Background: an optimization exercise with open tools, aiming at small area, a short achievable clock period and few clock cycles per item. Do not read the settings as production practice. The RTL was checked by simulation tests, not by an equivalence proof against the original design.

$ cat design/flow/run.sh
#!/bin/bash
# synth_recipe.tcl (not shown) runs the flow's synth.tcl, then flattens the netlist and writes it again
# the make line also repeats each setting of config.mk as NAME=value (left out here)
make -C /OpenROAD-flow-scripts/flow DESIGN_CONFIG=/design/flow/config.mk WORK_HOME=/design/flow/orfs CLKGATE_MAP_FILE= SYNTH_SCRIPT=/design/flow/synth_recipe.tcl finish
$ cat design/flow/config.mk
export PLATFORM = sky130hd
export DESIGN_NAME = ep_filter_stream
export DESIGN_NICKNAME = ep_filter_stream
export VERILOG_FILES = /design/flow/design.v
export SDC_FILE = /design/flow/constraint.sdc
export NUM_CORES = 4
export LEC_CHECK = 0
export CAP_MARGIN = 20
export CORE_MARGIN = 2
export CORE_UTILIZATION = 40
export SLEW_MARGIN = 20
$ cat design/flow/constraint.sdc
create_clock -name core_clock -period 5.0 [get_ports {clk}]
set_input_delay 1.0000 -clock core_clock [delete_from_list [all_inputs] [get_ports {clk}]]
set_output_delay 1.0000 -clock core_clock [all_outputs]
set_load 0.01 [all_outputs]
$ cat design/flow/design.v
package ep_filter_pkg;
  localparam int unsigned DefPixW = 8;
  localparam int unsigned DefWin  = 3;
  localparam int unsigned DefWgtW = 4;
  function automatic integer clog2(input integer v);
    clog2 = $clog2(v);
  endfunction
  function automatic integer num_taps(input integer win);
    num_taps = win * win;
  endfunction
  function automatic integer centre_idx(input integer win);
    centre_idx = (win * win - 1) / 2;
  endfunction
  function automatic integer wmax(input integer wgt_w);
    wmax = (32'd1 << wgt_w) - 1;
  endfunction
  function automatic integer sw_width(input integer wgt_w, input integer win);
    sw_width = wgt_w + clog2(num_taps(win));
  endfunction
  function automatic integer sp_width(input integer pix_w, input integer wgt_w,
                                           input integer win);
    sp_width = pix_w + wgt_w + clog2(num_taps(win));
  endfunction
  function automatic integer lvl_cnt(input integer n, input integer l);
    lvl_cnt = (n + (32'd1 << l) - 1) >> l;
  endfunction
  function automatic integer lvl_off(input integer n, input integer l);
    integer acc;
    acc = 0;
    for (integer j = 0; j < l; j = j + 1) acc = acc + lvl_cnt(n, j);
    lvl_off = acc;
  endfunction
endpackage
module ep_div_stage #(
  parameter int unsigned REM_W = 8,
  parameter int unsigned Q_W   = 8
) (
  input  logic             clk,
  input  logic             rst_n,
  input  logic             en,
  input  logic [REM_W-1:0] rem_in,
  input  logic [REM_W-1:0] div_in,
  input  logic [Q_W-1:0]   dq_in,
  output logic [REM_W-1:0] rem_out,
  output logic [REM_W-1:0] div_out,
  output logic [Q_W-1:0]   dq_out
);
  logic [REM_W:0]   trial;
  logic [REM_W-1:0] diff;
  logic             ge;
  logic [REM_W-1:0] rem_q, div_q;
  logic [Q_W-1:0]   dq_q;
  always_comb begin
    trial = {rem_in, dq_in[Q_W-1]};
    ge    = (trial >= {1'b0, div_in});
    diff  = trial[REM_W-1:0] - div_in;
  end
  always_ff @(posedge clk or negedge rst_n) begin
    if (!rst_n) begin
      rem_q <= '0;
      div_q <= '0;
      dq_q  <= '0;
    end else if (en) begin
      rem_q <= ge ? diff : trial[REM_W-1:0];
      div_q <= div_in;
      dq_q  <= {dq_in[Q_W-2:0], ge};
    end
  end
  assign rem_out = rem_q;
  assign div_out = div_q;
  assign dq_out  = dq_q;
endmodule
module ep_filter_stream #(
  parameter int unsigned PIX_W = 8,
  parameter int unsigned WIN   = 3,
  parameter int unsigned WGT_W = 4
) (
  input  logic                     clk,
  input  logic                     rst_n,
  input  logic                     in_valid,
  output logic                     in_ready,
  input  logic [WIN*WIN*PIX_W-1:0] in_win,
  input  logic                     in_sof,
  input  logic                     in_eol,
  input  logic [3:0]               thr_shift,
  input  logic                     bypass,
  output logic                     out_valid,
  input  logic                     out_ready,
  output logic [PIX_W-1:0]         out_pix,
  output logic                     out_sof,
  output logic                     out_eol
);
  localparam int unsigned N    = ep_filter_pkg::num_taps(WIN);
  localparam int unsigned A    = ep_filter_pkg::clog2(N);
  localparam int unsigned SW_W = ep_filter_pkg::sw_width(WGT_W, WIN);
  localparam int unsigned SP_W = ep_filter_pkg::sp_width(PIX_W, WGT_W, WIN);
  localparam int unsigned WMAX = ep_filter_pkg::wmax(WGT_W);
  localparam int unsigned CTR  = ep_filter_pkg::centre_idx(WIN);
  localparam int unsigned L    = 3 + A + PIX_W;
  localparam int unsigned TOT  = ep_filter_pkg::lvl_off(N, A) + 1;
  localparam int unsigned DS   = A + 2;   
  logic en;
  assign en       = ~(out_valid & ~out_ready);
  assign in_ready = en;
  logic [PIX_W-1:0] cen;
  logic [PIX_W-1:0] pix_in [N];
  logic [WGT_W-1:0] w_d [N];
  logic [WGT_W-1:0] w_q [N];
  logic [PIX_W-1:0] p_q [N];
  assign cen = in_win[CTR*PIX_W +: PIX_W];
  always_comb begin
    logic [PIX_W-1:0] dif, dsh;
    dif = '0;
    dsh = '0;
    for (int unsigned k = 0; k < N; k++) begin
      pix_in[k] = in_win[k*PIX_W +: PIX_W];
      dif       = (pix_in[k] > cen) ? pix_in[k] - cen : cen - pix_in[k];
      dsh       = dif >> thr_shift;
      w_d[k]    = (32'(dsh) >= WMAX) ? '0 : WGT_W'(WMAX - 32'(dsh));
    end
  end
  always_ff @(posedge clk or negedge rst_n) begin
    if (!rst_n) begin
      for (int unsigned k = 0; k < N; k++) begin
        w_q[k] <= '0;
        p_q[k] <= '0;
      end
    end else if (en) begin
      for (int unsigned k = 0; k < N; k++) begin
        w_q[k] <= w_d[k];
        p_q[k] <= pix_in[k];
      end
    end
  end
  logic [SW_W-1:0] tw_d [TOT];
  logic [SW_W-1:0] tw_q [TOT];
  logic [SP_W-1:0] tp_d [TOT];
  logic [SP_W-1:0] tp_q [TOT];
  always_comb begin
    int unsigned src, dst;
    src  = 0;
    dst  = 0;
    for (int unsigned n = 0; n < TOT; n++) begin
      tw_d[n] = tw_q[n];
      tp_d[n] = tp_q[n];
    end
    for (int unsigned k = 0; k < N; k++) begin
      tw_d[k] = SW_W'(w_q[k]);
      tp_d[k] = SP_W'(w_q[k]) * SP_W'(p_q[k]);
    end
    for (int unsigned l = 1; l <= A; l++) begin
      for (int unsigned i = 0; i < ep_filter_pkg::lvl_cnt(N, l); i++) begin
        src = ep_filter_pkg::lvl_off(N, l - 1) + 2 * i;
        dst = ep_filter_pkg::lvl_off(N, l) + i;
        if (2 * i + 1 < ep_filter_pkg::lvl_cnt(N, l - 1)) begin
          tw_d[dst] = tw_q[src] + tw_q[src+1];
          tp_d[dst] = tp_q[src] + tp_q[src+1];
        end else begin
          tw_d[dst] = tw_q[src];
          tp_d[dst] = tp_q[src];
        end
      end
    end
  end
  always_ff @(posedge clk or negedge rst_n) begin
    if (!rst_n) begin
      for (int unsigned n = 0; n < TOT; n++) begin
        tw_q[n] <= '0;
        tp_q[n] <= '0;
      end
    end else if (en) begin
      for (int unsigned n = 0; n < TOT; n++) begin
        tw_q[n] <= tw_d[n];
        tp_q[n] <= tp_d[n];
      end
    end
  end
  logic [SP_W-1:0]  dividend;
  logic             ovf;
  logic [SW_W-1:0]  rem [PIX_W+1];
  logic [SW_W-1:0]  dv  [PIX_W+1];
  logic [PIX_W-1:0] dq  [PIX_W+1];
  assign dividend = tp_q[TOT-1] + SP_W'(tw_q[TOT-1] >> 1);
  assign rem[0]   = dividend[SP_W-1:PIX_W];
  assign dq[0]    = dividend[PIX_W-1:0];
  assign dv[0]    = tw_q[TOT-1];
  assign ovf      = (rem[0] >= dv[0]);
  for (genvar j = 0; j < int'(PIX_W); j++) begin : g_div
    ep_div_stage #(
      .REM_W (SW_W),
      .Q_W   (PIX_W)
    ) u_stage (
      .clk     (clk),
      .rst_n   (rst_n),
      .en      (en),
      .rem_in  (rem[j]),
      .div_in  (dv[j]),
      .dq_in   (dq[j]),
      .rem_out (rem[j+1]),
      .div_out (dv[j+1]),
      .dq_out  (dq[j+1])
    );
  end
  logic             vld_q  [L];
  logic             sof_q  [L];
  logic             eol_q  [L];
  logic             byp_q  [L-1];
  logic             sat_q  [L-1];
  logic [PIX_W-1:0] cpix_q [L-1];
  logic [PIX_W-1:0] out_pix_q;
  always_ff @(posedge clk or negedge rst_n) begin
    if (!rst_n) begin
      for (int unsigned s = 0; s < L; s++) begin
        vld_q[s] <= 1'b0;
        sof_q[s] <= 1'b0;
        eol_q[s] <= 1'b0;
      end
      for (int unsigned s = 0; s < L - 1; s++) begin
        byp_q[s]  <= 1'b0;
        sat_q[s]  <= 1'b0;
        cpix_q[s] <= '0;
      end
    end else if (en) begin
      vld_q[0]  <= in_valid;
      sof_q[0]  <= in_valid & in_sof;
      eol_q[0]  <= in_valid & in_eol;
      byp_q[0]  <= bypass;
      sat_q[0]  <= 1'b0;
      cpix_q[0] <= cen;
      for (int unsigned s = 1; s < L; s++) begin
        vld_q[s] <= vld_q[s-1];
        sof_q[s] <= sof_q[s-1];
        eol_q[s] <= eol_q[s-1];
      end
      for (int unsigned s = 1; s < L - 1; s++) begin
        byp_q[s]  <= byp_q[s-1];
        sat_q[s]  <= (s == DS) ? ovf : sat_q[s-1];
        cpix_q[s] <= cpix_q[s-1];
      end
    end
  end
  always_ff @(posedge clk or negedge rst_n) begin
    if (!rst_n) begin
      out_pix_q <= '0;
    end else if (en) begin
      if (byp_q[L-2]) begin
        out_pix_q <= cpix_q[L-2];
      end else if (sat_q[L-2]) begin
        out_pix_q <= '1;
      end else begin
        out_pix_q <= dq[PIX_W];
      end
    end
  end
  assign out_valid = vld_q[L-1];
  assign out_sof   = sof_q[L-1];
  assign out_eol   = eol_q[L-1];
  assign out_pix   = out_pix_q;
endmodule
==> notes.md <==
==> worst max-delay path, cell delays in order, from the launching register on <==
cell,delay [ns]
dfrtp_1,0.40
ha_1,0.22
fa_1,0.42
a21o_1,0.18
a21oi_1,0.21
o21bai_1,0.09
a21o_1,0.21
a21oi_2,0.18
nand2b_1,0.14
xnor2_1,0.22
ha_1,0.32
nor2b_1,0.13
o21ai_1,0.14
a21boi_0,0.13
o21ai_0,0.22
a21oi_1,0.13
o21bai_1,0.18
a211o_2,0.45
mux2_2,0.30
a21oi_1,0.15
==> final cells by class <==
class | count | share of cell area, %
multi-input cells | 4593 | 50.6
flip-flops and latches | 807 | 34.0
clock buffers | 122 | 4.23
well taps | 1755 | 3.70
repair buffers | 223 | 3.58
inverters | 417 | 2.65
clock inverters | 44 | 1.28
==> cell families after synthesis <==
kind of cell | after synthesis | share of synthesized area, %
XOR/XNOR | 225 | 3.74
AND/OR/NAND/NOR | 2391 | 19.1
buffers and inverters | 695 | 5.02
AO/OA/AOI/OAI | 1216 | 14.4
multiplexers | 133 | 2.66
adder cells (fa/ha/maj) | 628 | 17.0
flip-flops | 807 | 38.2
==> stage by stage <==
step	instance area [sq um]	setup WS, ns	util, %
after floorplan	52900	0.748	-
final	59400	0.452	45.3
after CTS	59400	0.273	45.3
after detailed placement	56100	0.297	42.8
after global routing	59400	0.0147	45.3
after global placement	56100	0.276	42.8
==> worst max path at each step <==
stage	start	end
CTS	tw_q[19][1]$_DFFE_PN0N_	g_div[0].u_stage.rem_q[0]$_DFFE_PN0N_
global route	tw_q[19][1]$_DFFE_PN0N_	g_div[0].u_stage.rem_q[0]$_DFFE_PN0N_
global placement	in_win[37]	w_q[6][2]$_DFFE_PN0N_
floorplan	tp_q[19][0]$_DFFE_PN0N_	g_div[0].u_stage.rem_q[0]$_DFFE_PN0N_
detailed placement	in_win[35]	w_q[0][2]$_DFFE_PN0N_
finish	tw_q[19][1]$_DFFE_PN0N_	g_div[0].u_stage.rem_q[0]$_DFFE_PN0N_
==> metal layers <==
metal	up-vias	wire length [um]	track usage (%)
li1	20500	-	-
met1	19400	64000	28.0
met2	679	60300	32.1
met3	214	4800	2.25
met4	0	4580	7.25
met5	-	0	0
==> cell usage after synthesis (all sizes together), types with 12 or more instances <==
cell,number,area share (%)
dfrtp,807,38
o21a,39,0.55
xor2,89,1.5
a21oi,389,3.7
a221oi,20,0.36
o21bai,38,0.54
or2,17,0.20
nand3b,20,0.28
or3,28,0.33
o21ai,332,3.1
a31oi,37,0.52
o41ai,14,0.23
a21boi,21,0.30
fa,149,5.6
mux2,30,0.64
buf,28,0.28
nand2b,51,0.60
ha,479,11
nor2b,53,0.63
inv,414,2.9
o221ai,12,0.20
o31ai,44,0.63
nor2,382,2.7
nand3,49,0.46
o22ai,19,0.25
nand2,1536,11
and2,124,1.5
nand4,29,0.34
clkbuf,250,1.8
xnor2,136,2.3
a21o,90,1.3
mux2i,100,1.9
nor3,63,0.60
o211ai,19,0.29
and3,18,0.21
a211oi,33,0.47
==> placed cells by master, fill, tap and decap left out, types with 19 or more instances in the layout <==
| cell | netlist | layout |
|---|---|---|
| nand2_1 | 1536 | 1536 |
| dfrtp_1 | 807 | 807 |
| ha_1 | 479 | 479 |
| inv_1 | 414 | 413 |
| a21oi_1 | 389 | 388 |
| nor2_1 | 382 | 382 |
| o21ai_0 | 331 | 330 |
| fa_1 | 149 | 149 |
| xnor2_1 | 135 | 135 |
| and2_1 | 124 | 124 |
| buf_4 | 2 | 111 |
| mux2i_1 | 100 | 100 |
| clkbuf_16 | 0 | 91 |
| a21o_1 | 90 | 90 |
| clkdlybuf4s50_1 | 0 | 90 |
| xor2_1 | 89 | 89 |
| nor3_1 | 63 | 63 |
| nor2b_1 | 53 | 52 |
| nand2b_1 | 51 | 51 |
| nand3_1 | 49 | 49 |
| o31ai_1 | 43 | 43 |
| o21a_1 | 39 | 39 |
| o21bai_1 | 38 | 38 |
| a211oi_1 | 33 | 33 |
| mux2_2 | 30 | 30 |
| a31oi_1 | 30 | 30 |
| nand4_1 | 29 | 29 |
| or3_1 | 28 | 28 |
| a21boi_0 | 21 | 21 |
| nand3b_1 | 20 | 20 |
| a221oi_1 | 19 | 19 |
| clkbuf_1 | 249 | 19 |
==> report_power, final <==
group	switching (uW)	total [uW]	internal, uW
logic	13300	23800	10600
clock network	2880	7230	4350
registers	2400	12200	9810
==> sequential cells by signal (all words and copies together), names as in the netlist <==
signal / flops
byp_q: 14
cpix_q: 104
eol_q: 15
g_div.u_stage.div_q: 56
g_div.u_stage.dq_q: 64
g_div.u_stage.rem_q: 56
out_pix_q: 8
p_q: 72
sat_q: 8
sof_q: 15
tp_q: 255
tw_d: 12
tw_q: 80
vld_q: 15
w_q: 33
==> results_dict.tcl <==
set metrics [dict create \
    fin_cells 7961 \
    power_density_mw_per_mm2 728 \
    layout-drive-gt1-share_pct 5.93 \
    dr_total_vias 40800 \
    worstPathMaxFanout 10 \
    worstSetupPathType "register to register" \
    post-route-period-util_pct 91.0 \
    drtIter0Drc 2501 \
    ios 95 \
    reg2reg_slack_ns 0.45 \
    worstSetupEndpointType "register" \
    fmax_ghz 0.220 \
    nets 6844 \
    synth_cell_types 88 \
    leakagePower_uw 0.0289 \
    final-seq-area_sq_mm 0.0202 \
    syn_area_per_cell_sq_um 8.68 \
    crit_required_ns 5.61 \
    postCtsSetupRepairBufs 0 \
    synth_edf_count 0 \
    hp-class "primary input to asynchronous set/reset pin" \
    clock-sinks 807 \
    area_growth_pct 12.3 \
    drt-wirelength-per-cell_um 16.8 \
    drc_errors 0 \
    synth_flop_cell "dfrtp_1" \
    slew_headroom_pct 40.1 \
    placement_rows 133 \
    fp.dieArea_sq_mm 0.135 \
    power_uw 43300 \
    max-vdd-ir-drop_mv 0.382 \
    status "timing/DRC/antenna clean" \
    grt_pass1_wl_um 221000 \
    reg2reg_from "tw_q[19][1]$_DFFE_PN0N_" \
    postCtsHoldBufs 0 \
    antenna_found_initial 1 \
    setup_viol_count_final 0 \
    overflow 0 \
    viasPerCell 5.12 \
    grtUsageTotal_pct 20.0 \
    fp.dieW_um 368 \
    syn_area_sq_mm 0.0529 \
    syn_nets 6806 \
    hold_slack_ns 0.340 \
    ys_seq_elements 807 \
    tns_ns 0 \
    drt-total-wl_um 134000 \
    cts_tree "done" \
    n_antenna_cell 0 \
    path_clk_slew_ns 0.06 \
    numCtsBuffers 91 \
    multiInputGateArea_sq_mm 0.0301 \
    clk_path_buf_depth 3 \
    root_buffer "clkbuf_16" \
    hpwl_um 100000 \
    worst_pin_slew_ns 0.899 \
    start_util_pct 40.3 \
    rsz0062_at_grt "false" \
    h-tree-depth 3 \
    slew_viol_final 0 \
    dieHeight_um 368 \
    synthCells 6095 \
    fin_crit_ns 4.55 \
    fillers 12900 \
    ff2ff_path_depth 19 \
    seq_area_frac_synth_pct 38.2 \
    max_cap_viol_count 0 \
    cts_resized 0 \
    clock_latency_ns 0.71 \
    ys_warn_count 36 \
    hold_viol 0 \
    dp_cells 7795 \
    grt_pass1_vias 40800 \
    first_pass_iters 7 \
    core_area_sq_mm 0.131 \
    worstSetupStartpointType "register" \
    grt_max_degree 166 \
    numPortBuffers 94 \
    ant_nets 0 \
    r2r-end "g_div[0].u_stage.rem_q[0]$_DFFE_PN0N_" \
    crit_arrival_ns 5.16 \
    clock-skew-final_ns 0.0471 \
    place.gp.congestion 0.892 \
    async_flop_share_pct 100 \
]
Testbench counts, summed over its fixed seeds: cycles 16,120, items 16,000.

port drivers added, routing unchanged:
The flow's constraints put no driver on any port. The routed layout listed below was extracted and timed again, unchanged, in two steps. Step 1 assumes that a clkbuf_16 drives the clock port and a buf_2 every other input. Step 2 moves the port delays by t, midway between the first and last clock arrival at a register: inputs arrive t later, outputs are due t later. That takes back most of the time a late clock gives input paths. Slacks: ideal / step 1 / step 2; pairs: ideal / step 1.
t, ns: 0.767
slack for setup (ns): 0.452 / 0.452 / 0.187
worst setup path after step 2: input to register
latest minus earliest clock arrival (ns): 0.057 / 0.056
worst data-port slew with drivers (ns): 0.06
After both steps setup and hold are still met in this run. For this run, drivers alone change the setup slack by 0.000 ns; drivers and shift together by -0.265 ns.
